Source: an optimization exercise on an open RTL-to-GDS flow (aim: small area, a short achievable clock period and few clock cycles per item). Production flows keep margins and buffers that such runs may drop. No functional check of the RTL was part of any run shown here. Power is estimated from default activity; no workload was simulated.

===== config.mk =====
export PLATFORM = sky130hd
export DESIGN_NAME = TripleDesTop
export DESIGN_NICKNAME = TripleDesTop
export VERILOG_FILES = /design/flow/design.v
export SDC_FILE = /design/flow/constraint.sdc
export NUM_CORES = 4
export LEC_CHECK = 0
export CAP_MARGIN = 20
export CORE_MARGIN = 2
export CORE_UTILIZATION = 30
export SETUP_SLACK_MARGIN = 3.3
export SLEW_MARGIN = 20

===== constraint.sdc =====
create_clock -name core_clock -period 7.0 [get_ports {HCLK}]
set_input_delay 1.4000 -clock core_clock [delete_from_list [all_inputs] [get_ports {HCLK}]]
set_output_delay 1.4000 -clock core_clock [all_outputs]
set_load 0.01 [all_outputs]

===== design.v =====
`timescale 1ns/1ps
module AhbSlaveController
(
  input logic HCLK,
  input logic HRESET,
  input logic HSEL,
  input logic [31:0] HADDR,
  input logic [1:0] HTRANS,
  input logic HWRITE,
  input logic [2:0] HSIZE,
  input logic [2:0] HBURST,
  input logic HMASTLOCK,
  input logic HREADY,
  input logic [63:0] HWDATA,
  output logic [63:0] HRDATA,
  output logic HREADYOUT,
  output logic HRESP,
  output logic reqValid,
  output logic reqDir,
  output logic [63:0] reqKey1,
  output logic [63:0] reqKey2,
  output logic [63:0] reqKey3,
  input logic [2:0] keyBusy,
  input logic [2:0] keyBusyNext,
  output logic resultDone,
  input logic resultValid,
  input logic resultValidNext,
  input logic resultNext,
  input logic [63:0] result0,
  input logic [63:0] result1
);
  localparam logic [31:0] Base = 32'hAAAAAAA0;
  logic [5:0] addrSel;
  logic [5:0] phaseSel;
  logic [6:0] readSel;
  logic illegal;
  logic transfer;
  logic phaseOk;
  logic phaseError;
  logic phaseWrite;
  logic errLate;
  logic writeNow;
  logic phaseOkNext;
  logic phaseErrorNext;
  logic phaseWriteNext;
  logic [5:0] phaseSelNext;
  logic readyNext;
  logic ready;
  logic [63:0] modeReg;
  logic [63:0] key1Reg;
  logic [63:0] key2Reg;
  logic [63:0] key3Reg;
  logic [63:0] dataReg;
  always_comb
    for (int i = 0; i < 6; i++)
      addrSel[i] = (HADDR == Base + 32'(8 * i));
  assign transfer = HSEL && HREADY && HTRANS[1];
  assign illegal = (HSIZE != 3'b011) || (HBURST != 3'b000) || HMASTLOCK ||
                   (addrSel == 6'd0) || (HWRITE && addrSel[5]);
  assign phaseOkNext = HREADY ? (transfer && !illegal) : phaseOk;
  assign phaseErrorNext = HREADY ? (transfer && illegal) : phaseError;
  assign phaseWriteNext = HREADY ? HWRITE : phaseWrite;
  assign phaseSelNext = HREADY ? addrSel : phaseSel;
  always_comb
  begin
    if (phaseErrorNext)
      readyNext = phaseError && !errLate;
    else if (phaseOkNext && phaseWriteNext)
      readyNext = !(|(phaseSelNext[3:1] & keyBusyNext));
    else if (phaseOkNext && phaseSelNext[5])
      readyNext = resultValidNext;
    else
      readyNext = 1'b1;
  end
  always_ff @(posedge HCLK, negedge HRESET)
  begin
    if (!HRESET)
    begin
      phaseOk <= 1'b0;
      phaseError <= 1'b0;
      errLate <= 1'b0;
      ready <= 1'b1;
      modeReg <= '0;
    end
    else
    begin
      errLate <= phaseError && !errLate;
      phaseOk <= phaseOkNext;
      phaseError <= phaseErrorNext;
      ready <= readyNext;
      if (writeNow && phaseSel[0])
        modeReg <= HWDATA;
    end
  end
  always_ff @(posedge HCLK)
  begin
    phaseWrite <= phaseWriteNext;
    phaseSel <= phaseSelNext;
    if (HREADY)
      readSel <= {addrSel[4:0], addrSel[5] && !resultNext, addrSel[5] && resultNext};
    if (writeNow && phaseSel[1])
      key1Reg <= HWDATA;
    if (writeNow && phaseSel[2])
      key2Reg <= HWDATA;
    if (writeNow && phaseSel[3])
      key3Reg <= HWDATA;
    if (writeNow && phaseSel[4])
      dataReg <= HWDATA;
  end
  assign HRESP = phaseError;
  assign HREADYOUT = ready;
  assign writeNow = phaseOk && phaseWrite && ready;
  assign resultDone = phaseOk && !phaseWrite && phaseSel[5] && ready;
  always_comb
  begin
    HRDATA = '0;
    if (readSel[2]) HRDATA = HRDATA | modeReg;
    if (readSel[3]) HRDATA = HRDATA | key1Reg;
    if (readSel[4]) HRDATA = HRDATA | key2Reg;
    if (readSel[5]) HRDATA = HRDATA | key3Reg;
    if (readSel[6]) HRDATA = HRDATA | dataReg;
    if (readSel[1]) HRDATA = HRDATA | result0;
    if (readSel[0]) HRDATA = HRDATA | result1;
  end
  assign reqValid = phaseOk && phaseWrite && phaseSel[4];
  assign reqDir = modeReg[0];
  assign reqKey1 = key1Reg;
  assign reqKey2 = key2Reg;
  assign reqKey3 = key3Reg;
endmodule
`timescale 1ns/1ps
module TripleDesSequencer
(
  input logic HCLK,
  input logic HRESET,
  input logic reqValid,
  input logic [63:0] reqBlock,
  input logic reqDir,
  input logic [63:0] reqKey1,
  input logic [63:0] reqKey2,
  input logic [63:0] reqKey3,
  output logic [2:0] keyBusy,
  output logic [2:0] keyBusyNext,
  input logic resultDone,
  output logic resultValid,
  output logic resultValidNext,
  output logic resultNext,
  output logic [63:0] result0,
  output logic [63:0] result1
);
  logic nxt;
  logic old;
  logic [1:0] busy;
  logic [1:0] start;
  logic [2:0] keyNeeded0;
  logic [2:0] keyNeeded1;
  logic [1:0] busyNext;
  logic [2:0] keyNeededNext0;
  logic [2:0] keyNeededNext1;
  assign start[0] = reqValid && !nxt;
  assign start[1] = reqValid && nxt;
  always_ff @(posedge HCLK, negedge HRESET)
  begin
    if (!HRESET)
    begin
      nxt <= 1'b0;
      old <= 1'b0;
    end
    else
    begin
      if (reqValid)
        nxt <= !nxt;
      if (resultDone)
        old <= !old;
    end
  end
  DesEngine engine0
  (
    .HCLK(HCLK),
    .HRESET(HRESET),
    .start(start[0]),
    .startDir(reqDir),
    .startBlock(reqBlock),
    .key1(reqKey1),
    .key2(reqKey2),
    .key3(reqKey3),
    .busy(busy[0]),
    .keyNeeded(keyNeeded0),
    .busyNext(busyNext[0]),
    .keyNeededNext(keyNeededNext0),
    .result(result0)
  );
  DesEngine engine1
  (
    .HCLK(HCLK),
    .HRESET(HRESET),
    .start(start[1]),
    .startDir(reqDir),
    .startBlock(reqBlock),
    .key1(reqKey1),
    .key2(reqKey2),
    .key3(reqKey3),
    .busy(busy[1]),
    .keyNeeded(keyNeeded1),
    .busyNext(busyNext[1]),
    .keyNeededNext(keyNeededNext1),
    .result(result1)
  );
  assign keyBusy = keyNeeded0 | keyNeeded1;
  assign resultValid = !busy[old];
  assign resultNext = old ^ resultDone;
  assign keyBusyNext = keyNeededNext0 | keyNeededNext1;
  assign resultValidNext = !busyNext[resultNext];
endmodule
`timescale 1ns/1ps
module DesEngine
(
  input logic HCLK,
  input logic HRESET,
  input logic start,
  input logic startDir,
  input logic [63:0] startBlock,
  input logic [63:0] key1,
  input logic [63:0] key2,
  input logic [63:0] key3,
  output logic busy,
  output logic [2:0] keyNeeded,
  output logic busyNext,
  output logic [2:0] keyNeededNext,
  output logic [63:0] result
);
  logic [1:0] pass;
  logic [3:0] cyc;
  logic dir;
  logic [63:0] data;
  logic [55:0] cd;
  logic passEnd;
  logic last;
  logic pdir;
  logic [63:0] loadKey;
  logic loadDir;
  logic [55:0] loadCd;
  logic [55:0] pc1Key;
  logic [55:0] nextCd;
  logic [63:0] roundOut;
  logic [63:0] swapped;
  logic [55:0] kk0;
  logic [47:0] sk0;
  function automatic logic [3:0] sbox1(input logic [5:0] x);
    case (x)
      6'd0: sbox1 = 4'd14;
      6'd1: sbox1 = 4'd0;
      6'd2: sbox1 = 4'd4;
      6'd3: sbox1 = 4'd15;
      6'd4: sbox1 = 4'd13;
      6'd5: sbox1 = 4'd7;
      6'd6: sbox1 = 4'd1;
      6'd7: sbox1 = 4'd4;
      6'd8: sbox1 = 4'd2;
      6'd9: sbox1 = 4'd14;
      6'd10: sbox1 = 4'd15;
      6'd11: sbox1 = 4'd2;
      6'd12: sbox1 = 4'd11;
      6'd13: sbox1 = 4'd13;
      6'd14: sbox1 = 4'd8;
      6'd15: sbox1 = 4'd1;
      6'd16: sbox1 = 4'd3;
      6'd17: sbox1 = 4'd10;
      6'd18: sbox1 = 4'd10;
      6'd19: sbox1 = 4'd6;
      6'd20: sbox1 = 4'd6;
      6'd21: sbox1 = 4'd12;
      6'd22: sbox1 = 4'd12;
      6'd23: sbox1 = 4'd11;
      6'd24: sbox1 = 4'd5;
      6'd25: sbox1 = 4'd9;
      6'd26: sbox1 = 4'd9;
      6'd27: sbox1 = 4'd5;
      6'd28: sbox1 = 4'd0;
      6'd29: sbox1 = 4'd3;
      6'd30: sbox1 = 4'd7;
      6'd31: sbox1 = 4'd8;
      6'd32: sbox1 = 4'd4;
      6'd33: sbox1 = 4'd15;
      6'd34: sbox1 = 4'd1;
      6'd35: sbox1 = 4'd12;
      6'd36: sbox1 = 4'd14;
      6'd37: sbox1 = 4'd8;
      6'd38: sbox1 = 4'd8;
      6'd39: sbox1 = 4'd2;
      6'd40: sbox1 = 4'd13;
      6'd41: sbox1 = 4'd4;
      6'd42: sbox1 = 4'd6;
      6'd43: sbox1 = 4'd9;
      6'd44: sbox1 = 4'd2;
      6'd45: sbox1 = 4'd1;
      6'd46: sbox1 = 4'd11;
      6'd47: sbox1 = 4'd7;
      6'd48: sbox1 = 4'd15;
      6'd49: sbox1 = 4'd5;
      6'd50: sbox1 = 4'd12;
      6'd51: sbox1 = 4'd11;
      6'd52: sbox1 = 4'd9;
      6'd53: sbox1 = 4'd3;
      6'd54: sbox1 = 4'd7;
      6'd55: sbox1 = 4'd14;
      6'd56: sbox1 = 4'd3;
      6'd57: sbox1 = 4'd10;
      6'd58: sbox1 = 4'd10;
      6'd59: sbox1 = 4'd0;
      6'd60: sbox1 = 4'd5;
      6'd61: sbox1 = 4'd6;
      6'd62: sbox1 = 4'd0;
      6'd63: sbox1 = 4'd13;
    endcase
  endfunction
  function automatic logic [3:0] sbox2(input logic [5:0] x);
    case (x)
      6'd0: sbox2 = 4'd15;
      6'd1: sbox2 = 4'd3;
      6'd2: sbox2 = 4'd1;
      6'd3: sbox2 = 4'd13;
      6'd4: sbox2 = 4'd8;
      6'd5: sbox2 = 4'd4;
      6'd6: sbox2 = 4'd14;
      6'd7: sbox2 = 4'd7;
      6'd8: sbox2 = 4'd6;
      6'd9: sbox2 = 4'd15;
      6'd10: sbox2 = 4'd11;
      6'd11: sbox2 = 4'd2;
      6'd12: sbox2 = 4'd3;
      6'd13: sbox2 = 4'd8;
      6'd14: sbox2 = 4'd4;
      6'd15: sbox2 = 4'd14;
      6'd16: sbox2 = 4'd9;
      6'd17: sbox2 = 4'd12;
      6'd18: sbox2 = 4'd7;
      6'd19: sbox2 = 4'd0;
      6'd20: sbox2 = 4'd2;
      6'd21: sbox2 = 4'd1;
      6'd22: sbox2 = 4'd13;
      6'd23: sbox2 = 4'd10;
      6'd24: sbox2 = 4'd12;
      6'd25: sbox2 = 4'd6;
      6'd26: sbox2 = 4'd0;
      6'd27: sbox2 = 4'd9;
      6'd28: sbox2 = 4'd5;
      6'd29: sbox2 = 4'd11;
      6'd30: sbox2 = 4'd10;
      6'd31: sbox2 = 4'd5;
      6'd32: sbox2 = 4'd0;
      6'd33: sbox2 = 4'd13;
      6'd34: sbox2 = 4'd14;
      6'd35: sbox2 = 4'd8;
      6'd36: sbox2 = 4'd7;
      6'd37: sbox2 = 4'd10;
      6'd38: sbox2 = 4'd11;
      6'd39: sbox2 = 4'd1;
      6'd40: sbox2 = 4'd10;
      6'd41: sbox2 = 4'd3;
      6'd42: sbox2 = 4'd4;
      6'd43: sbox2 = 4'd15;
      6'd44: sbox2 = 4'd13;
      6'd45: sbox2 = 4'd4;
      6'd46: sbox2 = 4'd1;
      6'd47: sbox2 = 4'd2;
      6'd48: sbox2 = 4'd5;
      6'd49: sbox2 = 4'd11;
      6'd50: sbox2 = 4'd8;
      6'd51: sbox2 = 4'd6;
      6'd52: sbox2 = 4'd12;
      6'd53: sbox2 = 4'd7;
      6'd54: sbox2 = 4'd6;
      6'd55: sbox2 = 4'd12;
      6'd56: sbox2 = 4'd9;
      6'd57: sbox2 = 4'd0;
      6'd58: sbox2 = 4'd3;
      6'd59: sbox2 = 4'd5;
      6'd60: sbox2 = 4'd2;
      6'd61: sbox2 = 4'd14;
      6'd62: sbox2 = 4'd15;
      6'd63: sbox2 = 4'd9;
    endcase
  endfunction
  function automatic logic [3:0] sbox3(input logic [5:0] x);
    case (x)
      6'd0: sbox3 = 4'd10;
      6'd1: sbox3 = 4'd13;
      6'd2: sbox3 = 4'd0;
      6'd3: sbox3 = 4'd7;
      6'd4: sbox3 = 4'd9;
      6'd5: sbox3 = 4'd0;
      6'd6: sbox3 = 4'd14;
      6'd7: sbox3 = 4'd9;
      6'd8: sbox3 = 4'd6;
      6'd9: sbox3 = 4'd3;
      6'd10: sbox3 = 4'd3;
      6'd11: sbox3 = 4'd4;
      6'd12: sbox3 = 4'd15;
      6'd13: sbox3 = 4'd6;
      6'd14: sbox3 = 4'd5;
      6'd15: sbox3 = 4'd10;
      6'd16: sbox3 = 4'd1;
      6'd17: sbox3 = 4'd2;
      6'd18: sbox3 = 4'd13;
      6'd19: sbox3 = 4'd8;
      6'd20: sbox3 = 4'd12;
      6'd21: sbox3 = 4'd5;
      6'd22: sbox3 = 4'd7;
      6'd23: sbox3 = 4'd14;
      6'd24: sbox3 = 4'd11;
      6'd25: sbox3 = 4'd12;
      6'd26: sbox3 = 4'd4;
      6'd27: sbox3 = 4'd11;
      6'd28: sbox3 = 4'd2;
      6'd29: sbox3 = 4'd15;
      6'd30: sbox3 = 4'd8;
      6'd31: sbox3 = 4'd1;
      6'd32: sbox3 = 4'd13;
      6'd33: sbox3 = 4'd1;
      6'd34: sbox3 = 4'd6;
      6'd35: sbox3 = 4'd10;
      6'd36: sbox3 = 4'd4;
      6'd37: sbox3 = 4'd13;
      6'd38: sbox3 = 4'd9;
      6'd39: sbox3 = 4'd0;
      6'd40: sbox3 = 4'd8;
      6'd41: sbox3 = 4'd6;
      6'd42: sbox3 = 4'd15;
      6'd43: sbox3 = 4'd9;
      6'd44: sbox3 = 4'd3;
      6'd45: sbox3 = 4'd8;
      6'd46: sbox3 = 4'd0;
      6'd47: sbox3 = 4'd7;
      6'd48: sbox3 = 4'd11;
      6'd49: sbox3 = 4'd4;
      6'd50: sbox3 = 4'd1;
      6'd51: sbox3 = 4'd15;
      6'd52: sbox3 = 4'd2;
      6'd53: sbox3 = 4'd14;
      6'd54: sbox3 = 4'd12;
      6'd55: sbox3 = 4'd3;
      6'd56: sbox3 = 4'd5;
      6'd57: sbox3 = 4'd11;
      6'd58: sbox3 = 4'd10;
      6'd59: sbox3 = 4'd5;
      6'd60: sbox3 = 4'd14;
      6'd61: sbox3 = 4'd2;
      6'd62: sbox3 = 4'd7;
      6'd63: sbox3 = 4'd12;
    endcase
  endfunction
  function automatic logic [3:0] sbox4(input logic [5:0] x);
    case (x)
      6'd0: sbox4 = 4'd7;
      6'd1: sbox4 = 4'd13;
      6'd2: sbox4 = 4'd13;
      6'd3: sbox4 = 4'd8;
      6'd4: sbox4 = 4'd14;
      6'd5: sbox4 = 4'd11;
      6'd6: sbox4 = 4'd3;
      6'd7: sbox4 = 4'd5;
      6'd8: sbox4 = 4'd0;
      6'd9: sbox4 = 4'd6;
      6'd10: sbox4 = 4'd6;
      6'd11: sbox4 = 4'd15;
      6'd12: sbox4 = 4'd9;
      6'd13: sbox4 = 4'd0;
      6'd14: sbox4 = 4'd10;
      6'd15: sbox4 = 4'd3;
      6'd16: sbox4 = 4'd1;
      6'd17: sbox4 = 4'd4;
      6'd18: sbox4 = 4'd2;
      6'd19: sbox4 = 4'd7;
      6'd20: sbox4 = 4'd8;
      6'd21: sbox4 = 4'd2;
      6'd22: sbox4 = 4'd5;
      6'd23: sbox4 = 4'd12;
      6'd24: sbox4 = 4'd11;
      6'd25: sbox4 = 4'd1;
      6'd26: sbox4 = 4'd12;
      6'd27: sbox4 = 4'd10;
      6'd28: sbox4 = 4'd4;
      6'd29: sbox4 = 4'd14;
      6'd30: sbox4 = 4'd15;
      6'd31: sbox4 = 4'd9;
      6'd32: sbox4 = 4'd10;
      6'd33: sbox4 = 4'd3;
      6'd34: sbox4 = 4'd6;
      6'd35: sbox4 = 4'd15;
      6'd36: sbox4 = 4'd9;
      6'd37: sbox4 = 4'd0;
      6'd38: sbox4 = 4'd0;
      6'd39: sbox4 = 4'd6;
      6'd40: sbox4 = 4'd12;
      6'd41: sbox4 = 4'd10;
      6'd42: sbox4 = 4'd11;
      6'd43: sbox4 = 4'd1;
      6'd44: sbox4 = 4'd7;
      6'd45: sbox4 = 4'd13;
      6'd46: sbox4 = 4'd13;
      6'd47: sbox4 = 4'd8;
      6'd48: sbox4 = 4'd15;
      6'd49: sbox4 = 4'd9;
      6'd50: sbox4 = 4'd1;
      6'd51: sbox4 = 4'd4;
      6'd52: sbox4 = 4'd3;
      6'd53: sbox4 = 4'd5;
      6'd54: sbox4 = 4'd14;
      6'd55: sbox4 = 4'd11;
      6'd56: sbox4 = 4'd5;
      6'd57: sbox4 = 4'd12;
      6'd58: sbox4 = 4'd2;
      6'd59: sbox4 = 4'd7;
      6'd60: sbox4 = 4'd8;
      6'd61: sbox4 = 4'd2;
      6'd62: sbox4 = 4'd4;
      6'd63: sbox4 = 4'd14;
    endcase
  endfunction
  function automatic logic [3:0] sbox5(input logic [5:0] x);
    case (x)
      6'd0: sbox5 = 4'd2;
      6'd1: sbox5 = 4'd14;
      6'd2: sbox5 = 4'd12;
      6'd3: sbox5 = 4'd11;
      6'd4: sbox5 = 4'd4;
      6'd5: sbox5 = 4'd2;
      6'd6: sbox5 = 4'd1;
      6'd7: sbox5 = 4'd12;
      6'd8: sbox5 = 4'd7;
      6'd9: sbox5 = 4'd4;
      6'd10: sbox5 = 4'd10;
      6'd11: sbox5 = 4'd7;
      6'd12: sbox5 = 4'd11;
      6'd13: sbox5 = 4'd13;
      6'd14: sbox5 = 4'd6;
      6'd15: sbox5 = 4'd1;
      6'd16: sbox5 = 4'd8;
      6'd17: sbox5 = 4'd5;
      6'd18: sbox5 = 4'd5;
      6'd19: sbox5 = 4'd0;
      6'd20: sbox5 = 4'd3;
      6'd21: sbox5 = 4'd15;
      6'd22: sbox5 = 4'd15;
      6'd23: sbox5 = 4'd10;
      6'd24: sbox5 = 4'd13;
      6'd25: sbox5 = 4'd3;
      6'd26: sbox5 = 4'd0;
      6'd27: sbox5 = 4'd9;
      6'd28: sbox5 = 4'd14;
      6'd29: sbox5 = 4'd8;
      6'd30: sbox5 = 4'd9;
      6'd31: sbox5 = 4'd6;
      6'd32: sbox5 = 4'd4;
      6'd33: sbox5 = 4'd11;
      6'd34: sbox5 = 4'd2;
      6'd35: sbox5 = 4'd8;
      6'd36: sbox5 = 4'd1;
      6'd37: sbox5 = 4'd12;
      6'd38: sbox5 = 4'd11;
      6'd39: sbox5 = 4'd7;
      6'd40: sbox5 = 4'd10;
      6'd41: sbox5 = 4'd1;
      6'd42: sbox5 = 4'd13;
      6'd43: sbox5 = 4'd14;
      6'd44: sbox5 = 4'd7;
      6'd45: sbox5 = 4'd2;
      6'd46: sbox5 = 4'd8;
      6'd47: sbox5 = 4'd13;
      6'd48: sbox5 = 4'd15;
      6'd49: sbox5 = 4'd6;
      6'd50: sbox5 = 4'd9;
      6'd51: sbox5 = 4'd15;
      6'd52: sbox5 = 4'd12;
      6'd53: sbox5 = 4'd0;
      6'd54: sbox5 = 4'd5;
      6'd55: sbox5 = 4'd9;
      6'd56: sbox5 = 4'd6;
      6'd57: sbox5 = 4'd10;
      6'd58: sbox5 = 4'd3;
      6'd59: sbox5 = 4'd4;
      6'd60: sbox5 = 4'd0;
      6'd61: sbox5 = 4'd5;
      6'd62: sbox5 = 4'd14;
      6'd63: sbox5 = 4'd3;
    endcase
  endfunction
  function automatic logic [3:0] sbox6(input logic [5:0] x);
    case (x)
      6'd0: sbox6 = 4'd12;
      6'd1: sbox6 = 4'd10;
      6'd2: sbox6 = 4'd1;
      6'd3: sbox6 = 4'd15;
      6'd4: sbox6 = 4'd10;
      6'd5: sbox6 = 4'd4;
      6'd6: sbox6 = 4'd15;
      6'd7: sbox6 = 4'd2;
      6'd8: sbox6 = 4'd9;
      6'd9: sbox6 = 4'd7;
      6'd10: sbox6 = 4'd2;
      6'd11: sbox6 = 4'd12;
      6'd12: sbox6 = 4'd6;
      6'd13: sbox6 = 4'd9;
      6'd14: sbox6 = 4'd8;
      6'd15: sbox6 = 4'd5;
      6'd16: sbox6 = 4'd0;
      6'd17: sbox6 = 4'd6;
      6'd18: sbox6 = 4'd13;
      6'd19: sbox6 = 4'd1;
      6'd20: sbox6 = 4'd3;
      6'd21: sbox6 = 4'd13;
      6'd22: sbox6 = 4'd4;
      6'd23: sbox6 = 4'd14;
      6'd24: sbox6 = 4'd14;
      6'd25: sbox6 = 4'd0;
      6'd26: sbox6 = 4'd7;
      6'd27: sbox6 = 4'd11;
      6'd28: sbox6 = 4'd5;
      6'd29: sbox6 = 4'd3;
      6'd30: sbox6 = 4'd11;
      6'd31: sbox6 = 4'd8;
      6'd32: sbox6 = 4'd9;
      6'd33: sbox6 = 4'd4;
      6'd34: sbox6 = 4'd14;
      6'd35: sbox6 = 4'd3;
      6'd36: sbox6 = 4'd15;
      6'd37: sbox6 = 4'd2;
      6'd38: sbox6 = 4'd5;
      6'd39: sbox6 = 4'd12;
      6'd40: sbox6 = 4'd2;
      6'd41: sbox6 = 4'd9;
      6'd42: sbox6 = 4'd8;
      6'd43: sbox6 = 4'd5;
      6'd44: sbox6 = 4'd12;
      6'd45: sbox6 = 4'd15;
      6'd46: sbox6 = 4'd3;
      6'd47: sbox6 = 4'd10;
      6'd48: sbox6 = 4'd7;
      6'd49: sbox6 = 4'd11;
      6'd50: sbox6 = 4'd0;
      6'd51: sbox6 = 4'd14;
      6'd52: sbox6 = 4'd4;
      6'd53: sbox6 = 4'd1;
      6'd54: sbox6 = 4'd10;
      6'd55: sbox6 = 4'd7;
      6'd56: sbox6 = 4'd1;
      6'd57: sbox6 = 4'd6;
      6'd58: sbox6 = 4'd13;
      6'd59: sbox6 = 4'd0;
      6'd60: sbox6 = 4'd11;
      6'd61: sbox6 = 4'd8;
      6'd62: sbox6 = 4'd6;
      6'd63: sbox6 = 4'd13;
    endcase
  endfunction
  function automatic logic [3:0] sbox7(input logic [5:0] x);
    case (x)
      6'd0: sbox7 = 4'd4;
      6'd1: sbox7 = 4'd13;
      6'd2: sbox7 = 4'd11;
      6'd3: sbox7 = 4'd0;
      6'd4: sbox7 = 4'd2;
      6'd5: sbox7 = 4'd11;
      6'd6: sbox7 = 4'd14;
      6'd7: sbox7 = 4'd7;
      6'd8: sbox7 = 4'd15;
      6'd9: sbox7 = 4'd4;
      6'd10: sbox7 = 4'd0;
      6'd11: sbox7 = 4'd9;
      6'd12: sbox7 = 4'd8;
      6'd13: sbox7 = 4'd1;
      6'd14: sbox7 = 4'd13;
      6'd15: sbox7 = 4'd10;
      6'd16: sbox7 = 4'd3;
      6'd17: sbox7 = 4'd14;
      6'd18: sbox7 = 4'd12;
      6'd19: sbox7 = 4'd3;
      6'd20: sbox7 = 4'd9;
      6'd21: sbox7 = 4'd5;
      6'd22: sbox7 = 4'd7;
      6'd23: sbox7 = 4'd12;
      6'd24: sbox7 = 4'd5;
      6'd25: sbox7 = 4'd2;
      6'd26: sbox7 = 4'd10;
      6'd27: sbox7 = 4'd15;
      6'd28: sbox7 = 4'd6;
      6'd29: sbox7 = 4'd8;
      6'd30: sbox7 = 4'd1;
      6'd31: sbox7 = 4'd6;
      6'd32: sbox7 = 4'd1;
      6'd33: sbox7 = 4'd6;
      6'd34: sbox7 = 4'd4;
      6'd35: sbox7 = 4'd11;
      6'd36: sbox7 = 4'd11;
      6'd37: sbox7 = 4'd13;
      6'd38: sbox7 = 4'd13;
      6'd39: sbox7 = 4'd8;
      6'd40: sbox7 = 4'd12;
      6'd41: sbox7 = 4'd1;
      6'd42: sbox7 = 4'd3;
      6'd43: sbox7 = 4'd4;
      6'd44: sbox7 = 4'd7;
      6'd45: sbox7 = 4'd10;
      6'd46: sbox7 = 4'd14;
      6'd47: sbox7 = 4'd7;
      6'd48: sbox7 = 4'd10;
      6'd49: sbox7 = 4'd9;
      6'd50: sbox7 = 4'd15;
      6'd51: sbox7 = 4'd5;
      6'd52: sbox7 = 4'd6;
      6'd53: sbox7 = 4'd0;
      6'd54: sbox7 = 4'd8;
      6'd55: sbox7 = 4'd15;
      6'd56: sbox7 = 4'd0;
      6'd57: sbox7 = 4'd14;
      6'd58: sbox7 = 4'd5;
      6'd59: sbox7 = 4'd2;
      6'd60: sbox7 = 4'd9;
      6'd61: sbox7 = 4'd3;
      6'd62: sbox7 = 4'd2;
      6'd63: sbox7 = 4'd12;
    endcase
  endfunction
  function automatic logic [3:0] sbox8(input logic [5:0] x);
    case (x)
      6'd0: sbox8 = 4'd13;
      6'd1: sbox8 = 4'd1;
      6'd2: sbox8 = 4'd2;
      6'd3: sbox8 = 4'd15;
      6'd4: sbox8 = 4'd8;
      6'd5: sbox8 = 4'd13;
      6'd6: sbox8 = 4'd4;
      6'd7: sbox8 = 4'd8;
      6'd8: sbox8 = 4'd6;
      6'd9: sbox8 = 4'd10;
      6'd10: sbox8 = 4'd15;
      6'd11: sbox8 = 4'd3;
      6'd12: sbox8 = 4'd11;
      6'd13: sbox8 = 4'd7;
      6'd14: sbox8 = 4'd1;
      6'd15: sbox8 = 4'd4;
      6'd16: sbox8 = 4'd10;
      6'd17: sbox8 = 4'd12;
      6'd18: sbox8 = 4'd9;
      6'd19: sbox8 = 4'd5;
      6'd20: sbox8 = 4'd3;
      6'd21: sbox8 = 4'd6;
      6'd22: sbox8 = 4'd14;
      6'd23: sbox8 = 4'd11;
      6'd24: sbox8 = 4'd5;
      6'd25: sbox8 = 4'd0;
      6'd26: sbox8 = 4'd0;
      6'd27: sbox8 = 4'd14;
      6'd28: sbox8 = 4'd12;
      6'd29: sbox8 = 4'd9;
      6'd30: sbox8 = 4'd7;
      6'd31: sbox8 = 4'd2;
      6'd32: sbox8 = 4'd7;
      6'd33: sbox8 = 4'd2;
      6'd34: sbox8 = 4'd11;
      6'd35: sbox8 = 4'd1;
      6'd36: sbox8 = 4'd4;
      6'd37: sbox8 = 4'd14;
      6'd38: sbox8 = 4'd1;
      6'd39: sbox8 = 4'd7;
      6'd40: sbox8 = 4'd9;
      6'd41: sbox8 = 4'd4;
      6'd42: sbox8 = 4'd12;
      6'd43: sbox8 = 4'd10;
      6'd44: sbox8 = 4'd14;
      6'd45: sbox8 = 4'd8;
      6'd46: sbox8 = 4'd2;
      6'd47: sbox8 = 4'd13;
      6'd48: sbox8 = 4'd0;
      6'd49: sbox8 = 4'd15;
      6'd50: sbox8 = 4'd6;
      6'd51: sbox8 = 4'd12;
      6'd52: sbox8 = 4'd10;
      6'd53: sbox8 = 4'd9;
      6'd54: sbox8 = 4'd13;
      6'd55: sbox8 = 4'd0;
      6'd56: sbox8 = 4'd15;
      6'd57: sbox8 = 4'd3;
      6'd58: sbox8 = 4'd3;
      6'd59: sbox8 = 4'd5;
      6'd60: sbox8 = 4'd5;
      6'd61: sbox8 = 4'd6;
      6'd62: sbox8 = 4'd8;
      6'd63: sbox8 = 4'd11;
    endcase
  endfunction
  function automatic logic [31:0] feistel(input logic [31:0] r, input logic [47:0] k);
    logic [47:0] x;
    logic [31:0] s;
    x = {r[0], r[31], r[30], r[29], r[28], r[27], r[28], r[27], r[26], r[25], r[24], r[23], r[24], r[23], r[22], r[21], r[20], r[19], r[20], r[19], r[18], r[17], r[16], r[15], r[16], r[15], r[14], r[13], r[12], r[11], r[12], r[11], r[10], r[9], r[8], r[7], r[8], r[7], r[6], r[5], r[4], r[3], r[4], r[3], r[2], r[1], r[0], r[31]} ^ k;
    s[31:28] = sbox1(x[47:42]);
    s[27:24] = sbox2(x[41:36]);
    s[23:20] = sbox3(x[35:30]);
    s[19:16] = sbox4(x[29:24]);
    s[15:12] = sbox5(x[23:18]);
    s[11:8] = sbox6(x[17:12]);
    s[7:4] = sbox7(x[11:6]);
    s[3:0] = sbox8(x[5:0]);
    feistel = {s[16], s[25], s[12], s[11], s[3], s[20], s[4], s[15], s[31], s[17], s[9], s[6], s[27], s[14], s[1], s[22], s[30], s[24], s[8], s[18], s[0], s[5], s[29], s[23], s[13], s[19], s[2], s[26], s[10], s[21], s[28], s[7]};
  endfunction
  assign passEnd = last;
  assign pdir = dir ^ (pass == 2'd1);
  assign kk0 = cd;
  assign sk0 = {kk0[42], kk0[39], kk0[45], kk0[32], kk0[55], kk0[51], kk0[53], kk0[28], kk0[41], kk0[50], kk0[35], kk0[46], kk0[33], kk0[37], kk0[44], kk0[52], kk0[30], kk0[48], kk0[40], kk0[49], kk0[29], kk0[36], kk0[43], kk0[54], kk0[15], kk0[4], kk0[25], kk0[19], kk0[9], kk0[1], kk0[26], kk0[16], kk0[5], kk0[11], kk0[23], kk0[8], kk0[12], kk0[7], kk0[17], kk0[0], kk0[22], kk0[3], kk0[10], kk0[14], kk0[6], kk0[20], kk0[27], kk0[24]};
  always_comb
  begin
    logic [63:0] x;
    x = data;
    x = {x[31:0], x[63:32] ^ feistel(x[31:0], sk0)};
    roundOut = x;
  end
  assign swapped = {roundOut[31:0], roundOut[63:32]};
  always_comb
  begin
    if (start)
    begin
      loadKey = startDir ? key3 : key1;
      loadDir = startDir;
    end
    else if (pass == 2'd0)
    begin
      loadKey = key2;
      loadDir = !dir;
    end
    else
    begin
      loadKey = dir ? key1 : key3;
      loadDir = dir;
    end
  end
  assign pc1Key = {loadKey[7], loadKey[15], loadKey[23], loadKey[31], loadKey[39], loadKey[47], loadKey[55], loadKey[63], loadKey[6], loadKey[14], loadKey[22], loadKey[30], loadKey[38], loadKey[46], loadKey[54], loadKey[62], loadKey[5], loadKey[13], loadKey[21], loadKey[29], loadKey[37], loadKey[45], loadKey[53], loadKey[61], loadKey[4], loadKey[12], loadKey[20], loadKey[28], loadKey[1], loadKey[9], loadKey[17], loadKey[25], loadKey[33], loadKey[41], loadKey[49], loadKey[57], loadKey[2], loadKey[10], loadKey[18], loadKey[26], loadKey[34], loadKey[42], loadKey[50], loadKey[58], loadKey[3], loadKey[11], loadKey[19], loadKey[27], loadKey[35], loadKey[43], loadKey[51], loadKey[59], loadKey[36], loadKey[44], loadKey[52], loadKey[60]};
  assign loadCd = loadDir ? pc1Key : {pc1Key[54:28], pc1Key[55:55], pc1Key[26:0], pc1Key[27:27]};
  always_comb
  begin
    case ({pdir, cyc})
      {1'b0, 4'd0}, {1'b0, 4'd7}, {1'b0, 4'd14}: nextCd = {cd[54:28], cd[55:55], cd[26:0], cd[27:27]};
      {1'b0, 4'd1}, {1'b0, 4'd2}, {1'b0, 4'd3}, {1'b0, 4'd4}, {1'b0, 4'd5}, {1'b0, 4'd6}, {1'b0, 4'd8}, {1'b0, 4'd9}, {1'b0, 4'd10}, {1'b0, 4'd11}, {1'b0, 4'd12}, {1'b0, 4'd13}: nextCd = {cd[53:28], cd[55:54], cd[25:0], cd[27:26]};
      {1'b1, 4'd1}, {1'b1, 4'd2}, {1'b1, 4'd3}, {1'b1, 4'd4}, {1'b1, 4'd5}, {1'b1, 4'd6}, {1'b1, 4'd8}, {1'b1, 4'd9}, {1'b1, 4'd10}, {1'b1, 4'd11}, {1'b1, 4'd12}, {1'b1, 4'd13}: nextCd = {cd[29:28], cd[55:30], cd[1:0], cd[27:2]};
      default: nextCd = {cd[28:28], cd[55:29], cd[0:0], cd[27:1]};
    endcase
  end
  logic [1:0] passNext;
  logic [3:0] cycNext;
  logic lastNext;
  logic dirNext;
  always_comb
  begin
    busyNext = busy;
    passNext = pass;
    cycNext = cyc;
    lastNext = last;
    dirNext = dir;
    if (start)
    begin
      busyNext = 1'b1;
      passNext = 2'd0;
      cycNext = 4'd0;
      lastNext = 1'b0;
      dirNext = startDir;
    end
    else if (busy)
    begin
      cycNext = cyc + 4'd1;
      lastNext = (cyc == 4'd14);
      if (passEnd)
      begin
        passNext = pass + 2'd1;
        busyNext = (pass != 2'd2);
      end
    end
  end
  assign keyNeededNext[1] = busyNext && passNext == 2'd0 && !lastNext;
  assign keyNeededNext[0] = busyNext && dirNext && passNext != 2'd2 && !(passNext == 2'd1 && lastNext);
  assign keyNeededNext[2] = busyNext && !dirNext && passNext != 2'd2 && !(passNext == 2'd1 && lastNext);
  always_ff @(posedge HCLK, negedge HRESET)
  begin
    if (!HRESET)
    begin
      busy <= 1'b0;
      pass <= 2'd0;
      cyc <= 4'd0;
      last <= 1'b0;
      keyNeeded <= 3'd0;
    end
    else
    begin
      busy <= busyNext;
      pass <= passNext;
      cyc <= cycNext;
      last <= lastNext;
      keyNeeded <= keyNeededNext;
    end
  end
  always_ff @(posedge HCLK)
  begin
    dir <= dirNext;
    if (start)
    begin
      data <= {startBlock[6], startBlock[14], startBlock[22], startBlock[30], startBlock[38], startBlock[46], startBlock[54], startBlock[62], startBlock[4], startBlock[12], startBlock[20], startBlock[28], startBlock[36], startBlock[44], startBlock[52], startBlock[60], startBlock[2], startBlock[10], startBlock[18], startBlock[26], startBlock[34], startBlock[42], startBlock[50], startBlock[58], startBlock[0], startBlock[8], startBlock[16], startBlock[24], startBlock[32], startBlock[40], startBlock[48], startBlock[56], startBlock[7], startBlock[15], startBlock[23], startBlock[31], startBlock[39], startBlock[47], startBlock[55], startBlock[63], startBlock[5], startBlock[13], startBlock[21], startBlock[29], startBlock[37], startBlock[45], startBlock[53], startBlock[61], startBlock[3], startBlock[11], startBlock[19], startBlock[27], startBlock[35], startBlock[43], startBlock[51], startBlock[59], startBlock[1], startBlock[9], startBlock[17], startBlock[25], startBlock[33], startBlock[41], startBlock[49], startBlock[57]};
    end
    else if (busy)
      data <= passEnd ? swapped : roundOut;
    if (start || (passEnd))
      cd <= loadCd;
    else
      cd <= nextCd;
  end
  assign result = {data[24], data[56], data[16], data[48], data[8], data[40], data[0], data[32], data[25], data[57], data[17], data[49], data[9], data[41], data[1], data[33], data[26], data[58], data[18], data[50], data[10], data[42], data[2], data[34], data[27], data[59], data[19], data[51], data[11], data[43], data[3], data[35], data[28], data[60], data[20], data[52], data[12], data[44], data[4], data[36], data[29], data[61], data[21], data[53], data[13], data[45], data[5], data[37], data[30], data[62], data[22], data[54], data[14], data[46], data[6], data[38], data[31], data[63], data[23], data[55], data[15], data[47], data[7], data[39]};
endmodule
`timescale 1ns/1ps
module TripleDesTop
(
  input logic HCLK,
  input logic HRESET,
  input logic HSEL,
  input logic [31:0] HADDR,
  input logic [1:0] HTRANS,
  input logic HWRITE,
  input logic [2:0] HSIZE,
  input logic [2:0] HBURST,
  input logic HMASTLOCK,
  input logic HREADY,
  input logic [63:0] HWDATA,
  output logic [63:0] HRDATA,
  output logic HREADYOUT,
  output logic HRESP
);
  logic reqValid;
  logic reqDir;
  logic [63:0] reqKey1;
  logic [63:0] reqKey2;
  logic [63:0] reqKey3;
  logic [2:0] keyBusy;
  logic [2:0] keyBusyNext;
  logic resultValidNext;
  logic resultDone;
  logic resultValid;
  logic resultNext;
  logic [63:0] result0;
  logic [63:0] result1;
  AhbSlaveController controller
  (
    .HCLK(HCLK),
    .HRESET(HRESET),
    .HSEL(HSEL),
    .HADDR(HADDR),
    .HTRANS(HTRANS),
    .HWRITE(HWRITE),
    .HSIZE(HSIZE),
    .HBURST(HBURST),
    .HMASTLOCK(HMASTLOCK),
    .HREADY(HREADY),
    .HWDATA(HWDATA),
    .HRDATA(HRDATA),
    .HREADYOUT(HREADYOUT),
    .HRESP(HRESP),
    .reqValid(reqValid),
    .reqDir(reqDir),
    .reqKey1(reqKey1),
    .reqKey2(reqKey2),
    .reqKey3(reqKey3),
    .keyBusy(keyBusy),
    .keyBusyNext(keyBusyNext),
    .resultDone(resultDone),
    .resultValid(resultValid),
    .resultValidNext(resultValidNext),
    .resultNext(resultNext),
    .result0(result0),
    .result1(result1)
  );
  TripleDesSequencer sequencer
  (
    .HCLK(HCLK),
    .HRESET(HRESET),
    .reqValid(reqValid),
    .reqBlock(HWDATA),
    .reqDir(reqDir),
    .reqKey1(reqKey1),
    .reqKey2(reqKey2),
    .reqKey3(reqKey3),
    .keyBusy(keyBusy),
    .keyBusyNext(keyBusyNext),
    .resultDone(resultDone),
    .resultValid(resultValid),
    .resultValidNext(resultValidNext),
    .resultNext(resultNext),
    .result0(result0),
    .result1(result1)
  );
endmodule

===== run.sh =====
#!/bin/bash
# synth_recipe.tcl (not shown) runs the flow's synth.tcl, then flattens the netlist and writes it again
# the make line also repeats each setting of config.mk as NAME=value (left out here)
make -C /OpenROAD-flow-scripts/flow DESIGN_CONFIG=/design/flow/config.mk WORK_HOME=/design/flow/orfs CLKGATE_MAP_FILE= SYNTH_SCRIPT=/design/flow/synth_recipe.tcl finish

==> reports/results.env, run 1 <==
NETLIST-CELL-TYPE-COUNT=90
SYNTH.LARGEST_AREA_CELL='edfxtp_1'
GRT_FIRST_PASS_WIRELENGTH_MM=264
SYNTH-SEQ-CELLS=596
DIE_SPAN_IN_Y_UM=385
DRT-PASS1-ITER-COUNT=8
CLKSLEWWORSTSETUPHOLDPATHS_NS=0.06
DRT_ITER0_DRC=6446
FILL_CELLS=14400
LARGEST_NET_DEGREE_AT_THE_START_OF_GLOBAL_ROUTING=158
POWER.IR.VDD_WORST_V=0.000170
SYN-NUM-NETS=4862
TIMING.CRITICAL_PATH.MODE_CELL='buf_6'
LEAKAGE_nW=17.5
RSZ_0062_RAISED_AFTER_GLOBAL_ROUTING='true'
NUMBER_OF_ANTENNA_VIOLATIONS_AT_THE_FIRST_CHECK_IN_GLOBAL_ROUTING=18
POWER_W=0.00800
CRIT_PATH_MAX_FO=8
SYNTH_TOP_AREA_SHARE_PCT=27.0
ANTENNA_LEFT=0
CELL_ROW_COUNT=139
CLOCK.FMAX_MHz=256
START_UTIL_PCT=30.2
FINAL-MAX-SLEW-VIOLATION-COUNT=0
MAXIMUM_CLOCK_SKEW_AT_FINAL_LAYOUT_NS=0.0369
ROUTED_VIA_DENSITY=6.14
CRIT_PATH_MAX_CELL_DELAY_NS=0.51
CLK_ROOT_BUFFER_CELL='clkbuf_16'
MOSTFREQUENTLAYOUTCELL='nand2_1'
ROUTED-VIA-COUNT=40300
PATH_CELLS='buf_6 > bufbuf_16 > a222oi_1 > nand3_2 > buf_6'
OUTCOME='timing/DRC/antenna clean'
HTREE_NUM_LEVELS=3
YOSYS_WARNINGS=3
WORST_SETUP_PATH_END_KIND='output port'
GRT_USAGE_PCT=24.2
DIE_W_UM=385
DETAIL_ROUTE.DRC_VIOLATIONS=0
PLACEMENT.IO_BUFFERS=174
CLOCK_LATENCY_NS=0.66
POST_ROUTE_CELLS_DRIVE_ABOVE_1_SHARE_PCT=15.4
NUMBER_OF_SYNTHESIZED_FLOPS_WITH_AN_ENABLE_PIN=391
HOLD_FIX_BUFFERS_AT_CTS=0
CRITPATHSLOWESTCELL='a222oi_1'
TIMING.SETUP.TNS_NS=0
PATH_CLASS='register to output port'
TIGHTEST_SLEW_NS=1.14
ASYNC_FLOP_SHARE_PCT=14.4
TRITONCTS_NUM_SINKS=596
CTS_MADE_BUFFERS=69
POWER_DENSITY_nW_PER_UM2=159
MOSTFREQUENTLAYOUTCELLS='584 x nand2_1, 391 x edfxtp_1, 383 x a21oi_1'
FINAL.PERIOD_UTILIZATION_PCT=55.8
DIE_AREA_UM2=148000
MAX_CAP_VIOLATIONS=0
STARTPOINT_KIND_OF_THE_WORST_SETUP_TIMING_PATH='register'
GRT_OVERFLOW=0
FINAL.MIN_CLOCK_PERIOD_NS=3.91
MAPPEDNETLISTAREA_UM2=43500
WL_PER_CELL_UM=28.6
SYN_TO_FINAL_GROWTH_PCT=16.1
CORE_AREA_UM2=144000
DOMINANT_CELLS_BY_AREA_AFTER_SYNTHESIS='edfxtp_1 27%, mux2i_1 7.1%, dfxtp_1 5.5%'
SYN_AVG_CELL_AREA_UM2=9.40
CRITICAL_PATH_ARRIVAL_NS=2.51
NETS=4839
GP_CONGESTION=0.940
HOLD_CRIT_PATH_TYPE='register to register'
GRT_PASS1_VIAS=36600
TOP_LEVEL_PORTS=176
WIRELENGTH_MM=188
SETUP_VIOL=0
REGISTER_AREA_SHARE_AFTER_SYNTHESIS_PCT=37.4
CTS-ROOT-TO-SINK-BUFFERS=3
SLEW-LIMIT-HEADROOM_PCT=23.9
SYNTHCELLS=4627
PLACE.DETAILED.HPWL_MM=119
CRITPATHREQUIREDTIME_NS=5.60
POSTSYNTH.TOPFLOPCELL='edfxtp_1'
TRITONCTS='done'
FINAL_HOLD_VIO_COUNT=0
## path summary, 6_finish.rpt
path	endpoint	start	slack (ns)	cells past startpoint
min in group asynchronous	controller.modeReg[19]	HRESET	0.85	1
hold / removal	controller.errLate	controller.errLate	0.41	1
setup reg to reg	sequencer.engine0.data[0]	controller.readSel[6]	3.31	7
hold reg to reg	controller.errLate	controller.errLate	0.41	1
setup / recovery	HRDATA[51]	controller.readSel[2]	3.09	5
max in group asynchronous	controller.modeReg[0]	HRESET	4.68	2
## power by group
part	internal (W)	leakage (nW)	switching, W
clock network	0.00210	1.10	0.00166
registers	0.00376	5.52	0.0000156
logic	0.000183	10.9	0.000287
## per-layer routing
layer	track usage, %	share of wire (%)	vias up
li1	-	-	17300
met1	32.1	39	19800
met2	35.6	42	2662
met3	6.34	12	524
met4	13.5	6.6	20
met5	0	0.064	-
## sequential cells by signal, summed over array words and instances (netlist names), 2 cells and up
signal and cells:
controller.dataReg 64, controller.key1Reg 64, controller.key2Reg 64, controller.key3Reg 64, controller.modeReg 64, controller.phaseSel 4, controller.readSel 7, sequencer.engine0.cd 56
sequencer.engine0.cyc 4, sequencer.engine0.data 64, sequencer.engine0.pass 2, sequencer.engine1.cd 56, sequencer.engine1.cyc 4, sequencer.engine1.data 64, sequencer.engine1.pass 2
## final cells by class
cell class / instances / area [um2] / area share (%)
diodes: 3 / 7.51 / 0.0149
clock buffers: 88 / 1870 / 3.70
clock inverters: 38 / 409 / 0.811
inverters: 118 / 450 / 0.892
multi-input cells: 3502 / 25800 / 51.2
flip-flops and latches: 596 / 16300 / 32.3
well taps: 1903 / 2380 / 4.72
repair buffers: 317 / 3240 / 6.42
## cells in the mapped netlist (76+ instances only)
master / n
nor3_1: 76
mux4_2: 87
nand3_1: 185
nor2_1: 291
ha_1: 125
mux2_2: 161
inv_1: 108
o21ai_0: 207
mux2i_1: 309
a221oi_1: 122
xor2_1: 101
dfxtp_1: 119
nand2_1: 590
xnor2_1: 110
a21oi_1: 385
edfxtp_1: 391
dfrtp_1: 85
a22oi_1: 132
clkbuf_1: 285
a211oi_1: 102
## metrics by stage
step | util, % | hold WS [ns] | area [um2] | instances | setup WS (ns)
6_report | 35.1 | 0.408 | 50500 | 6565 | 3.09
5_1_grt | 35.1 | 0.415 | 50500 | 6564 | 3.06
4_1_cts | 34.7 | 0.411 | 49900 | 6532 | 3.08
3_5_place_dp | 32.6 | 0.402 | 46900 | 6382 | 2.77
3_3_place_gp | 32.6 | 0.405 | 46900 | 6381 | 2.85
2_1_floorplan | - | 0.389 | 43500 | 4627 | 3.35
## cell families after synthesis
logic type	share of synthesized area, %
AO/OA/AOI/OAI	19.4
XOR/XNOR	5.85
adder cells (fa/ha/maj)	3.60
buffers and inverters	4.86
flip-flops	37.4
multiplexers	15.9
AND/OR/NAND/NOR	13.0
## critical path: cells and delay by family, from the launching register on
kind	cells	cell delay, ns
AOI/OAI and AO/OA	1	0.51
buffers and inverters	3	0.68
DFF	1	0.41
and+or+nand+nor	1	0.24
## repair_timing
item / in CTS / in global routing
gates resized for setup: 248 / 110
endpoints found under the setup margin: 229 / 140
setup buffers: 12 / 24
pin swaps: 89 / 74
cloned: 12 / 5
==> inputs of run 2 (changes only) <==
--- a/design.v
+++ b/design.v
@@ -16,6 +16,7 @@
   output logic HREADYOUT,
   output logic HRESP,
   output logic reqValid,
+  output logic reqNext,
   output logic reqDir,
   output logic [63:0] reqKey1,
   output logic [63:0] reqKey2,
@@ -123,6 +124,7 @@
     if (readSel[0]) HRDATA = HRDATA | result1;
   end
   assign reqValid = phaseOk && phaseWrite && phaseSel[4];
+  assign reqNext = transfer && !illegal && HWRITE && addrSel[4];
   assign reqDir = modeReg[0];
   assign reqKey1 = key1Reg;
   assign reqKey2 = key2Reg;
@@ -134,6 +136,7 @@
   input logic HCLK,
   input logic HRESET,
   input logic reqValid,
+  input logic reqNext,
   input logic [63:0] reqBlock,
   input logic reqDir,
   input logic [63:0] reqKey1,
@@ -157,19 +160,21 @@
   logic [1:0] busyNext;
   logic [2:0] keyNeededNext0;
   logic [2:0] keyNeededNext1;
-  assign start[0] = reqValid && !nxt;
-  assign start[1] = reqValid && nxt;
+  logic nxtNext;
+  assign nxtNext = nxt ^ reqValid;
   always_ff @(posedge HCLK, negedge HRESET)
   begin
     if (!HRESET)
     begin
       nxt <= 1'b0;
       old <= 1'b0;
+      start <= 2'b00;
     end
     else
     begin
-      if (reqValid)
-        nxt <= !nxt;
+      start[0] <= reqNext && !nxtNext;
+      start[1] <= reqNext && nxtNext;
+      nxt <= nxtNext;
       if (resultDone)
         old <= !old;
     end
@@ -808,14 +813,11 @@
   assign pdir = dir ^ (pass == 2'd1);
   assign kk0 = cd;
   assign sk0 = {kk0[42], kk0[39], kk0[45], kk0[32], kk0[55], kk0[51], kk0[53], kk0[28], kk0[41], kk0[50], kk0[35], kk0[46], kk0[33], kk0[37], kk0[44], kk0[52], kk0[30], kk0[48], kk0[40], kk0[49], kk0[29], kk0[36], kk0[43], kk0[54], kk0[15], kk0[4], kk0[25], kk0[19], kk0[9], kk0[1], kk0[26], kk0[16], kk0[5], kk0[11], kk0[23], kk0[8], kk0[12], kk0[7], kk0[17], kk0[0], kk0[22], kk0[3], kk0[10], kk0[14], kk0[6], kk0[20], kk0[27], kk0[24]};
-  always_comb
-  begin
-    logic [63:0] x;
-    x = data;
-    x = {x[31:0], x[63:32] ^ feistel(x[31:0], sk0)};
-    roundOut = x;
-  end
-  assign swapped = {roundOut[31:0], roundOut[63:32]};
+  logic [31:0] f0;
+  logic swapSel;
+  assign f0 = feistel(data[31:0], sk0);
+  assign roundOut = {data[31:0], data[63:32] ^ f0};
+  assign swapped = {data[63:32] ^ (f0 & {32{busy}}), data[31:0]};
   always_comb
   begin
     if (start)
@@ -887,9 +889,11 @@
       cyc <= 4'd0;
       last <= 1'b0;
       keyNeeded <= 3'd0;
+      swapSel <= 1'b1;
     end
     else
     begin
+      swapSel <= lastNext || !busyNext;
       busy <= busyNext;
       pass <= passNext;
       cyc <= cycNext;
@@ -904,8 +908,8 @@
     begin
       data <= {startBlock[6], startBlock[14], startBlock[22], startBlock[30], startBlock[38], startBlock[46], startBlock[54], startBlock[62], startBlock[4], startBlock[12], startBlock[20], startBlock[28], startBlock[36], startBlock[44], startBlock[52], startBlock[60], startBlock[2], startBlock[10], startBlock[18], startBlock[26], startBlock[34], startBlock[42], startBlock[50], startBlock[58], startBlock[0], startBlock[8], startBlock[16], startBlock[24], startBlock[32], startBlock[40], startBlock[48], startBlock[56], startBlock[7], startBlock[15], startBlock[23], startBlock[31], startBlock[39], startBlock[47], startBlock[55], startBlock[63], startBlock[5], startBlock[13], startBlock[21], startBlock[29], startBlock[37], startBlock[45], startBlock[53], startBlock[61], startBlock[3], startBlock[11], startBlock[19], startBlock[27], startBlock[35], startBlock[43], startBlock[51], startBlock[59], startBlock[1], startBlock[9], startBlock[17], startBlock[25], startBlock[33], startBlock[41], startBlock[49], startBlock[57]};
     end
-    else if (busy)
-      data <= passEnd ? swapped : roundOut;
+    else
+      data <= swapSel ? swapped : roundOut;
     if (start || (passEnd))
       cd <= loadCd;
     else
@@ -932,6 +936,7 @@
   output logic HRESP
 );
   logic reqValid;
+  logic reqNext;
   logic reqDir;
   logic [63:0] reqKey1;
   logic [63:0] reqKey2;
@@ -961,6 +966,7 @@
     .HREADYOUT(HREADYOUT),
     .HRESP(HRESP),
     .reqValid(reqValid),
+    .reqNext(reqNext),
     .reqDir(reqDir),
     .reqKey1(reqKey1),
     .reqKey2(reqKey2),
@@ -979,6 +985,7 @@
     .HCLK(HCLK),
     .HRESET(HRESET),
     .reqValid(reqValid),
+    .reqNext(reqNext),
     .reqBlock(HWDATA),
     .reqDir(reqDir),
     .reqKey1(reqKey1),
==> run 2 against run 1 <==
Against the previous run:
- still clean
- non-clock buffer count up 43
- sequential share of layout area is 1.3 points lower
- clock-buffer cell count is 4 lower
- via count grew 0.28%
- total power fell by 0.18%
- clock skew grew 0.0062 ns
- largest cell class unchanged
- highest routed layer unchanged
==> reports/results.env, run 2 <==
POSTSYNTH.TOPFLOPCELL='edfxtp_1'  # unchanged
MAXIMUM_CLOCK_SKEW_AT_FINAL_LAYOUT_NS=0.0430  # was 0.0369 ns
DIE_SPAN_IN_Y_UM=386  # was 385 um
SYNTH.CELLS.MOST_FREQUENT='540 x nand2_1, 408 x a21oi_1, 327 x edfxtp_1, 316 x clkbuf_1'  # was 590 x nand2_1, 391 x edfxtp_1, 385 x a21oi_1, 309 x mux2i_1, 291 x nor2_1
GRT_FIRST_PASS_WIRELENGTH_MM=261  # was 264 mm
WHS_PATH_DEPTH=1  # unchanged
TOP_LEVEL_PORTS=176  # unchanged
RSZ_0062_RAISED_AFTER_GLOBAL_ROUTING='true'  # unchanged
TRITONCTS='done'  # unchanged
NUMBER_OF_SYNTHESIZED_FLOPS_WITH_AN_ENABLE_PIN=327  # was 391
LARGEST_NET_DEGREE_AT_THE_START_OF_GLOBAL_ROUTING=96  # was 158
SYNTH-SEQ-CELLS=600  # was 596
REGISTER_AREA_SHARE_AFTER_SYNTHESIS_PCT=36.0  # was 37.4%
PLACE.DETAILED.HPWL_MM=117  # was 119 mm
FINAL_HOLD_VIO_COUNT=0  # unchanged
DOMINANT_CELLS_BY_AREA_AFTER_SYNTHESIS='edfxtp_1 22%, dfxtp_1 8.4%, mux2i_1 6.4%'  # was edfxtp_1 27%, mux2i_1 7.1%, dfxtp_1 5.5%
CELL_ROW_COUNT=140  # was 139
YOSYS_WARNINGS=3  # unchanged
PATH_DEPTH=6  # was 5
SYNTH_TOP_AREA_SHARE_PCT=22.5  # was 27.0%
GRT_PASS1_VIAS=37200  # was 36600
CLKSLEWWORSTSETUPHOLDPATHS_NS=0.06  # about the same
TRITONCTS_NUM_SINKS=600  # was 596
DRT_ITER0_DRC=5888  # was 6446
SYN_AVG_CELL_AREA_UM2=9.32  # was 9.40 um2
DIE_W_UM=386  # was 385 um
ANTENNA_LEFT=0  # unchanged
SYN_TO_FINAL_GROWTH_PCT=16.3  # was 16.1%
HOLD_FIX_BUFFERS_AT_CTS=0  # unchanged
LEAKAGE_nW=17.8  # was 17.5 nW
TIGHTEST_SLEW_NS=1.11  # was 1.14 ns
SYN-NUM-NETS=4926  # was 4862
GP_CONGESTION=0.925  # was 0.940
WORST_REG_TO_REG_PATH_CELL_COUNT=9  # was 7
PATH_CLASS='register to output port'  # unchanged
DRT-PASS1-ITER-COUNT=9  # was 8
SYNTH.LARGEST_AREA_CELL='edfxtp_1'  # unchanged
MAX_CAP_VIOLATIONS=0  # unchanged
CRITICAL_PATH_ARRIVAL_NS=2.50  # was 2.51 ns
NETS=4918  # was 4839
PLACEMENT.IO_BUFFERS=174  # unchanged
CRIT_PATH_MAX_FO=8  # unchanged
ROUTED_VIA_DENSITY=6.07  # was 6.14
SLEW-LIMIT-HEADROOM_PCT=25.4  # was 23.9%
DP_CELLS=6448  # was 6382
MAPPEDNETLISTAREA_UM2=43700  # was 43500 um2
GRT_USAGE_PCT=23.6  # was 24.2%
COUNT_OF_PLACED_STANDARD_CELLS_IN_THE_FINAL_LAYOUT_FILLERS_LEFT_OUT=6659  # was 6565
HTREE_NUM_LEVELS=3  # unchanged
CLOCK_LATENCY_NS=0.69  # was 0.66 ns
STARTPOINT_KIND_OF_THE_WORST_SETUP_TIMING_PATH='register'  # unchanged
CLOCK.FMAX_MHz=257  # was 256 MHz
CORE_AREA_UM2=145000  # was 144000 um2
POWER.IR.VDD_WORST_V=0.000174  # was 0.000170 V
GRT_OVERFLOW=0  # unchanged
SYNTHMOSTINSTANTIATEDCELL='nand2_1'  # unchanged
HOLD_SLACK_NS=0.482  # was 0.408 ns
CLK_ROOT_BUFFER_CELL='clkbuf_16'  # unchanged
MOSTFREQUENTLAYOUTCELLS='539 x nand2_1, 406 x a21oi_1, 327 x edfxtp_1'  # was 584 x nand2_1, 391 x edfxtp_1, 383 x a21oi_1
POST_ROUTE_CELLS_DRIVE_ABOVE_1_SHARE_PCT=16.9  # was 15.4%
WL_PER_CELL_UM=27.7  # was 28.6 um
WIRELENGTH_MM=184  # was 188 mm
SYNTHCELLS=4691  # was 4627
CTS_MADE_BUFFERS=67  # was 69
CRITPATHSLOWESTCELL='a222oi_1'  # unchanged
POWER_DENSITY_nW_PER_UM2=157  # was 159 nW/um2
CRITPATHREQUIREDTIME_NS=5.60  # about the same
DIE_AREA_UM2=149000  # was 148000 um2
ROUTED-VIA-COUNT=40400  # was 40300
NUMBER_OF_ANTENNA_VIOLATIONS_AT_THE_FIRST_CHECK_IN_GLOBAL_ROUTING=15  # was 18
NETLIST-CELL-TYPE-COUNT=90  # unchanged
FINAL-MAX-SLEW-VIOLATION-COUNT=0  # unchanged
PATH_CELLS='buf_6 > buf_16 > buf_12 > a222oi_1 > nand3_4 > buf_6'  # was buf_6 > bufbuf_16 > a222oi_1 > nand3_2 > buf_6
FINAL.MIN_CLOCK_PERIOD_NS=3.90  # was 3.91 ns
CTS-ROOT-TO-SINK-BUFFERS=3  # unchanged
DETAIL_ROUTE.DRC_VIOLATIONS=0  # unchanged
ASYNC_FLOP_SHARE_PCT=15.0  # was 14.4%
WORST-PATH-BUF-INV=4  # was 3
OUTCOME='timing/DRC/antenna clean'  # unchanged
CRIT_PATH_MAX_CELL_DELAY_NS=0.50  # was 0.51 ns
KIND_OF_CELL_ADDING_THE_MOST_DELAY_TO_THE_CRITICAL_PATH='buffers and inverters'  # unchanged
SETUP_VIOL=0  # unchanged
HOLD_CRIT_PATH_TYPE='register to register'  # unchanged
START_UTIL_PCT=30.1  # was 30.2%
FINAL.PERIOD_UTILIZATION_PCT=55.7  # was 55.8%
TIMING.SETUP.TNS_NS=0  # unchanged
MOSTFREQUENTLAYOUTCELL='nand2_1'  # unchanged
TIMING.CRITICAL_PATH.MODE_CELL='buf_6'  # unchanged
WORST_SETUP_PATH_END_KIND='output port'  # unchanged
==> run 2: cell count changes after synthesis, sizes merged, moves of 30 or more <==
cell / before / now
o31ai: 10 / 73
a22oi: 132 / 162
nor2b: 8 / 69
and3: 48 / 4
nand3: 185 / 134
nand2: 590 / 540
mux2: 162 / 233
o21ai: 232 / 141
clkbuf: 307 / 345
mux2i: 309 / 279
dfxtp: 119 / 183
edfxtp: 391 / 327
==> run 2: area by class of cell <==
type,count,area (um2)
clock inverters,40,408
clock buffers,84,1830
flip-flops and latches,600,15800
diodes,4,10.0
multi-input cells,3538,26400
well taps,1917,2400
inverters,116,435
repair buffers,360,3600
fillers,14500,94400
==> run 2: power by group <==
group	internal [W]	switching [W]	total, W
registers	0.00373	0.0000157	0.00375
logic	0.000202	0.000293	0.000495
clock network	0.00213	0.00162	0.00375
total	0.00606	0.00193	0.00799
==> run 2: routing by layer <==
metal | routed length, um | GRT usage (%)
met1 | 72900 | 31.6
met2 | 79800 | 35.5
met3 | 20800 | 4.94
met4 | 10700 | 12.5
met5 | 93 | 0
==> run 2: worst paths after layout <==
path | slack, ns | endpoint | startpoint
min in group asynchronous | 0.80 | controller.modeReg[50] | HRESET
min reg2reg | 0.48 | sequencer.nxt | sequencer.nxt
max | 3.10 | HRDATA[24] | controller.readSel[2]
max in group asynchronous | 4.63 | controller.modeReg[0] | HRESET
max reg2reg | 3.34 | sequencer.engine1.data[6] | sequencer.engine1.data[15]
min | 0.48 | sequencer.nxt | sequencer.nxt
==> run 2: cells by family (layout without fill, tap and decap cells) <==
logic type,after synthesis,in the layout,share of synthesized area (%)
AOI/OAI and AO/OA,1341,1341,20.9
and+or+nand+nor,1203,1203,12.0
DFF,600,600,36.0
muxes,587,587,16.3
buffers and inverters,553,600,5.13
xor gates and xnor gates,282,282,6.03
adders and majority gates,125,125,3.58
other,0,4,0
==> run 2: metrics by stage <==
step	instance area, um2	setup slack (ns)	util, %	power [W]
floorplan	43700	3.86	-	0.00394
global placement	47100	2.93	32.4	0.00418
detailed placement	47100	2.91	32.4	0.00419
CTS	50100	3.09	34.5	0.00797
global route	50800	3.01	35.0	0.00815
finish	50800	3.10	35.0	0.00799
==> run 2: timing repair <==
action	4_1_cts	5_1_grt
setup buffers	36	31
pin swaps	97	80
gates cloned	10	6
endpoints found under the setup margin	82	84
resized for setup	315	77
==> inputs of run 3 (changes only) <==
--- a/config.mk
+++ b/config.mk
@@ -8,5 +8,4 @@
 export CAP_MARGIN = 20
 export CORE_MARGIN = 2
 export CORE_UTILIZATION = 30
-export SETUP_SLACK_MARGIN = 3.3
 export SLEW_MARGIN = 20
==> run 3 against run 2 <==
Against the previous run:
- first-iteration DRC count is 13% lower
- die area is the same
- global-route usage shrank 1.1 points
- clock skew shrank 0.0029 ns
- clock-buffer cell count did not move
- worst hold slack better by 0.00093 ns
- non-clock buffer count fell by 83
- register-to-register slack worse by 0.49 ns
- sequential share of layout area up 0.92 points
- total power decreased by 1.6%
- critical path depth decreased by 2
- final area is 2.9% lower
- largest cell class unchanged
==> reports/results.env, run 3 <==
CELLINTERNALPOWER_W=0.00601  # was 0.00606 W
POSTSYNTH.TOPFLOPCELL='edfxtp_1'  # unchanged
FINAL.PERIOD_UTILIZATION_PCT=69.3  # was 55.7%
PLACE.DETAILED.HPWL_MM=117  # unchanged
MAXIMUM_CLOCK_SKEW_AT_FINAL_LAYOUT_NS=0.0402  # was 0.0430 ns
PATH_CLASS='register to output port'  # unchanged
GRT_USAGE_PCT=22.5  # was 23.6%
TIMING.SETUP.TNS_NS=0  # unchanged
WORST_HOLD_PATH.ENDPOINT='sequencer.nxt'  # unchanged
SYNTH.CELLS.MOST_FREQUENT='540 x nand2_1, 408 x a21oi_1, 327 x edfxtp_1, 316 x clkbuf_1'  # unchanged
TRITONCTS_NUM_SINKS=600  # unchanged
POSTCTSSETUPREPAIRBUFS=0  # was 36
CORE_AREA_UM2=145000  # unchanged
LARGEST_NET_DEGREE_AT_THE_START_OF_GLOBAL_ROUTING=96  # unchanged
TOTAL_SWITCHING_POWER_W=0.00185  # was 0.00193 W
FINAL_HOLD_VIO_COUNT=0  # unchanged
SYN_TO_FINAL_GROWTH_PCT=12.9  # was 16.3%
CLKSLEWWORSTSETUPHOLDPATHS_NS=0.06  # about the same
CLOCK_LATENCY_NS=0.69  # about the same
HTREE_NUM_LEVELS=3  # unchanged
CLK_ROOT_BUFFER_CELL='clkbuf_16'  # unchanged
WORST_SETUP_PATH_END_KIND='output port'  # unchanged
FINAL.MIN_CLOCK_PERIOD_NS=4.85  # was 3.90 ns
FINAL-MAX-SLEW-VIOLATION-COUNT=0  # unchanged
GRT_FIRST_PASS_WIRELENGTH_MM=252  # was 261 mm
NETS=4835  # was 4918
OUTCOME='timing/DRC/antenna clean'  # unchanged
POWER_W=0.00786  # was 0.00799 W
FINALCOREUTILIZATION_PCT=34.0  # was 35.0%
NUMBER_OF_SYNTHESIZED_FLOPS_WITH_AN_ENABLE_PIN=327  # unchanged
DRT_ITER0_DRC=5095  # was 5888
NETLIST-CELL-TYPE-COUNT=90  # unchanged
WIRELENGTH_MM=173  # was 184 mm
REGTOREGSETUPSLACK_NS=2.85  # was 3.34 ns
SYNTH.LARGEST_AREA_CELL='edfxtp_1'  # unchanged
DIE_SPAN_IN_Y_UM=386  # unchanged
HOLD_SLACK_NS=0.483  # was 0.482 ns
GRT_PASS1_VIAS=36900  # was 37200
YOSYS_WARNINGS=3  # unchanged
SYN_AVG_CELL_AREA_UM2=9.32  # unchanged
RSZ_0062_RAISED_AFTER_GLOBAL_ROUTING='false'  # was true
DIE_W_UM=386  # unchanged
DETAIL_ROUTE.DRC_VIOLATIONS=0  # unchanged
SWITCHING_SHARE_PCT=23.6  # was 24.1%
ROUTED_VIA_DENSITY=6.02  # was 6.07
SYNTH_TOP_AREA_SHARE_PCT=22.5  # unchanged
ASYNC_FLOP_SHARE_PCT=15.0  # unchanged
FILL_CELLS=14600  # was 14500
HOLD_CRIT_PATH_TYPE='register to register'  # unchanged
==> run 3: worst max path at each step <==
stage	start	end	cells past startpoint
after floorplan	sequencer.engine0.data[8]	sequencer.engine0.data[21]	10
after global placement	sequencer.engine0.data[28]	sequencer.engine0.data[9]	10
after detailed placement	sequencer.engine0.data[7]	sequencer.engine0.data[28]	9
after CTS	controller.readSel[6]	HRDATA[44]	4
after global routing	controller.readSel[6]	HRDATA[44]	4
final	controller.readSel[6]	HRDATA[44]	4
==> run 3: cell type report <==
cell class | instances | area [um2] | share of cell area (%)
clock buffer | 84 | 1830 | 3.72
sequential | 600 | 15800 | 31.9
multi-input combinational | 3538 | 26000 | 52.6
antenna | 2 | 5.00 | 0.0101
timing repair buffer | 277 | 2540 | 5.14
clock inverter | 40 | 408 | 0.826
inverter | 116 | 435 | 0.882
tap | 1917 | 2400 | 4.86
==> run 3: critical path, cell delays in order, from the launching register on <==
cell	delay (ns)
edfxtp_1	0.86
buf_4	0.67
a222oi_1	0.19
nand3_1	0.41
clkdlybuf4s50_1	0.63
==> run 3: metal layers <==
layer / routed length [um] / GRT usage (%) / part of all wire (%) / up-vias
met1: 71100 / 30.4 / 41 / 19700
met4: 8070 / 10.3 / 4.7 / 8
met5: 49 / 0 / 0.028 / -
met2: 76000 / 34.5 / 44 / 2097
met3: 17400 / 4.59 / 10 / 383
li1: - / - / - / 17400
==> run 3: cells by family (layout without fill, tap and decap cells) <==
group           Yosys count  after routing  share of synthesized area, %
compound gates         1341           1341                          20.9
simple gates           1203           1203                          12.0
flops                   600            600                          36.0
mux                     587            587                          16.3
buf+inv                 553            517                          5.13
xor+xnor                282            282                          6.03
fa+ha+maj               125            125                          3.58
other cells               0              2                             0
==> run 3: metrics by stage <==
stage                     instance area [um2]  instances  setup slack [ns]
after global placement                  47100       6448              2.93
after floorplan                         43700       4691              3.86
final                                   49400       6574              2.15
after CTS                               49300       6572              2.18
after detailed placement                47100       6448              2.91
after global routing                    49300       6572              2.05
==> run 3: power by group through the flow <==
| stage | combinational (W) | clock, W | sequential, W |
|---|---|---|---|
| 2_1_floorplan | 0.000127 | 0 | 0.00381 |
| 3_3_place_gp | 0.000361 | 0 | 0.00382 |
| 3_5_place_dp | 0.000363 | 0 | 0.00382 |
| 4_1_cts | 0.000364 | 0.00378 | 0.00375 |
| 5_1_grt | 0.000383 | 0.00390 | 0.00375 |
| 6_report | 0.000369 | 0.00374 | 0.00375 |

Re-timed with assumed drivers on the ports (clkbuf_16 on the clock, buf_2 on other inputs), run 3 has 2.074 ns of setup slack against 2.146 ns with ideal ports, and 2.813 ns once port delays also move by the mid clock arrival of 0.740 ns.
